What follows belongs to an exercise in optimizing a design on an open flow for small area and a short achievable clock period; a production flow would make more cautious choices. The RTL was checked by simulation tests, not by an equivalence proof against the original design. Power and IR drop assume default switching activity.

Setup of exp/indigo:
// alu_issue_queue
module alu_issue_queue #(
  parameter int unsigned DEPTH = 8,
  parameter int unsigned TAG_W = 6
) (
  input  logic               clk,
  input  logic               reset,
  input  logic               en,
  input  logic               inValid,
  output logic               inReady,
  input  logic [5:0]         inFunc,
  input  logic [4:0]         inC0,
  input  logic [TAG_W-1:0]   inDestTag,
  input  logic [1:0]         inSrcReady,
  input  logic [2*TAG_W-1:0] inSrcTag,
  input  logic [63:0]        inSrcData,
  input  logic               resValid,
  input  logic [TAG_W-1:0]   resTag,
  input  logic [31:0]        resData,
  input  logic               allow,
  input  logic               flush,
  output logic               issueValid,
  output logic [5:0]         funcSelect,
  output logic [31:0]        dataIn0,
  output logic [31:0]        dataIn1,
  output logic [4:0]         c0,
  output logic [TAG_W-1:0]   issueTag
);
  localparam int unsigned N = DEPTH;
  logic [N-1:0]            vld_q, vld_d;
  logic [N-1:0][1:0]       rdy_q, rdy_d;
  logic [N-1:0][1:0][31:0] dat_q;
  logic [N-1:0][5:0]       fn_q;
  logic [N-1:0][4:0]       k_q;
  logic [N-1:0][TAG_W-1:0] dt_q;
  logic [N-1:0][N-1:0]     older_q, older_d;    
  logic [31:0]             res_q;
  logic [N-1:0][1:0]       pend_q;
  always_ff @(posedge clk) res_q <= resData;
  logic [N-1:0]            sel_q, sel_d;
  logic                    found_q, found_d;
  logic                    full_q;
  logic                    iv_q;
  logic [5:0]              is_fn_q;
  logic [4:0]              is_k_q;
  logic [TAG_W-1:0]        is_dt_q;
  logic [1:0][31:0]        is_dat_q;
  logic [N-1:0] free_1h, ins_w;
  always_comb begin
    logic taken;
    taken = 1'b0;
    for (int i = 0; i < N; i++) begin
      free_1h[i] = ~vld_q[i] & ~taken;
      taken      = taken | ~vld_q[i];
    end
  end
  assign inReady = ~full_q;
  assign ins_w   = free_1h & {N{en & inValid}};
  logic [1:0]       new_rdy, new_pend;
  logic [1:0][31:0] new_dat;
  for (genvar s = 0; s < 2; s++) begin : g_new
    logic hit_in;
    alu_iq_entry_wakeup #(.TAG_W(TAG_W)) u_wk_in (
      .ready_cur (inSrcReady[s]),
      .tag_cur   (inSrcTag[s*TAG_W +: TAG_W]),
      .res_valid (resValid),
      .res_tag   (resTag),
  ...
clock: 5.0 ns
lec_check: 0
cap_margin: 20
core_margin: 2
core_utilization: 40
cts_cluster_diameter: 90
cts_cluster_size: 26
place_density: 0.6
setup_slack_margin: 2.8
slew_margin: 20
synth_hierarchical: 1
synth_minimum_keep_size: 0
tns_end_percent: 0
standard.sh (not shown) runs the stock make flow with config.mk's settings and CLKGATE_MAP_FILE= SYNTH_SCRIPT=/design/flow/synth_recipe.tcl, a recipe that flattens the netlist after the stock synthesis.
==> flow/flow/run.sh <==
#!/bin/bash
# The standard layout, except that the port buffers are the smallest buffer
# cell instead of the one buffer_ports picks by default. The standard flow's log
# goes to standard.log in the work folder.
set -euo pipefail
export BUFFER_PORTS_ARGS="-buffer_cell sky130_fd_sc_hd__buf_1"
bash standard.sh > standard.log 2>&1
exp/indigo finished end to end and its layout was clean on timing, DRC and antenna.
Setup changes, exp/indigo to exp/ember
==> flow/run.sh (new file) <==
#!/bin/bash
# synth_recipe.tcl (not shown) runs the flow's synth.tcl, then flattens the netlist and writes it again
# the make line also repeats each setting of config.mk as NAME=value (left out here)
make -C /OpenROAD-flow-scripts/flow DESIGN_CONFIG=/design/flow/config.mk WORK_HOME=/design/flow/orfs CLKGATE_MAP_FILE= SYNTH_SCRIPT=/design/flow/synth_recipe.tcl finish
-- flow/config.mk --
<<< exp/indigo, line 10
export CORE_UTILIZATION = 40
export CTS_CLUSTER_DIAMETER = 90
export CTS_CLUSTER_SIZE = 26
export PLACE_DENSITY = 0.6
>>> exp/ember, line 10
export CORE_UTILIZATION = 40
export PLACE_DENSITY = 0.6
<<< exp/indigo, line 17
export SYNTH_MINIMUM_KEEP_SIZE = 0
export TNS_END_PERCENT = 0
>>> exp/ember, line 15
export SYNTH_MINIMUM_KEEP_SIZE = 0
removed: flow/flow/run.sh
removed: flow/standard.sh
## What came out
Going from exp/indigo to exp/ember, multi-input logic area increased 6.1%, final period utilization decreased 4.7 points, post-layout minimum cycle time decreased 240 ps. Diff exp/indigo -> exp/ember: ratio of routed vias to standard cells higher, first-iteration DRC count higher, internal power consumption higher. The run with more setup slack is exp/ember; exp/indigo has less. The flow did not stop early for exp/ember: all stages ran, and the layout cleared the timing, design-rule and antenna checks. exp/ember: relative contribution of combinational cells to total power higher than exp/indigo. Global-route usage: exp/ember vs exp/indigo up 3.7 points. Re arrival time of the worst setup path: exp/ember is 170 ps down on exp/indigo. exp/ember vs exp/indigo, library cell contributing the largest single delay on the critical path: sky130_fd_sc_hd__nand3b_1 vs sky130_fd_sc_hd__dfxtp_1.
## Diff of input files: exp/yarrow against exp/ember
-- flow/config.mk --
<<< exp/ember, line 10
export CORE_UTILIZATION = 40
export PLACE_DENSITY = 0.6
>>> exp/yarrow, line 10
export CORE_UTILIZATION = 40
export CTS_CLUSTER_DIAMETER = 90
export CTS_CLUSTER_SIZE = 26
export PLACE_DENSITY = 0.6
<<< exp/ember, line 15
export SYNTH_MINIMUM_KEEP_SIZE = 0
>>> exp/yarrow, line 17
export SYNTH_MINIMUM_KEEP_SIZE = 0
export TNS_END_PERCENT = 10
==> comparison <==
exp/yarrow went all the way through the flow, and no timing, DRC or antenna check failed.
When the final numbers for exp/ember and exp/yarrow were put side by side, the number of antenna violations at the first check in global routing turned out to be smaller in exp/ember.
exp/yarrow — amount of wire on met2 after detailed routing about 0.9% higher, exp/ember as reference
Relative to exp/ember, length of the first detailed-routing pass in iterations has decreased by 2 in exp/yarrow.

-- re-timing with driven ports --
How much do the figures lean on ideal ports? The routed layouts below were timed once more, with nothing changed but the port constraints. Step 1 (the two cells are an assumption about what drives the block):
set clk [get_ports {clk}]
set_driving_cell -lib_cell sky130_fd_sc_hd__clkbuf_16 $clk
set_driving_cell -lib_cell sky130_fd_sc_hd__buf_2 [delete_from_list [all_inputs] $clk]
Step 2 adds t to the input delays and takes it off the output delays; t is the mean of the earliest and latest rising clock arrival at the registers after step 1. Input paths then give back, and output paths get back, about the clock's delay inside the block. Slacks: ideal ports / drivers / drivers and shift; pairs: ideal ports / drivers.
run | t (ns) | setup slack, ns | hold WS [ns] | pins driven straight from the clock port
exp/indigo | 0.688 | 2.436 / 2.436 / 1.853 | 0.452 / 0.407 / 0.452 | 1
exp/ember | 0.724 | 2.673 / 2.670 / 1.946 | 0.442 / 0.442 / 0.442 | 1
exp/yarrow | 0.679 | 2.606 / 2.618 / 1.939 | 0.480 / 0.480 / 0.480 | 1
After both steps setup and hold are still met in every run listed. For exp/ember, which loses most, drivers alone change the setup slack by -0.003 ns; drivers and shift together by -0.727 ns.
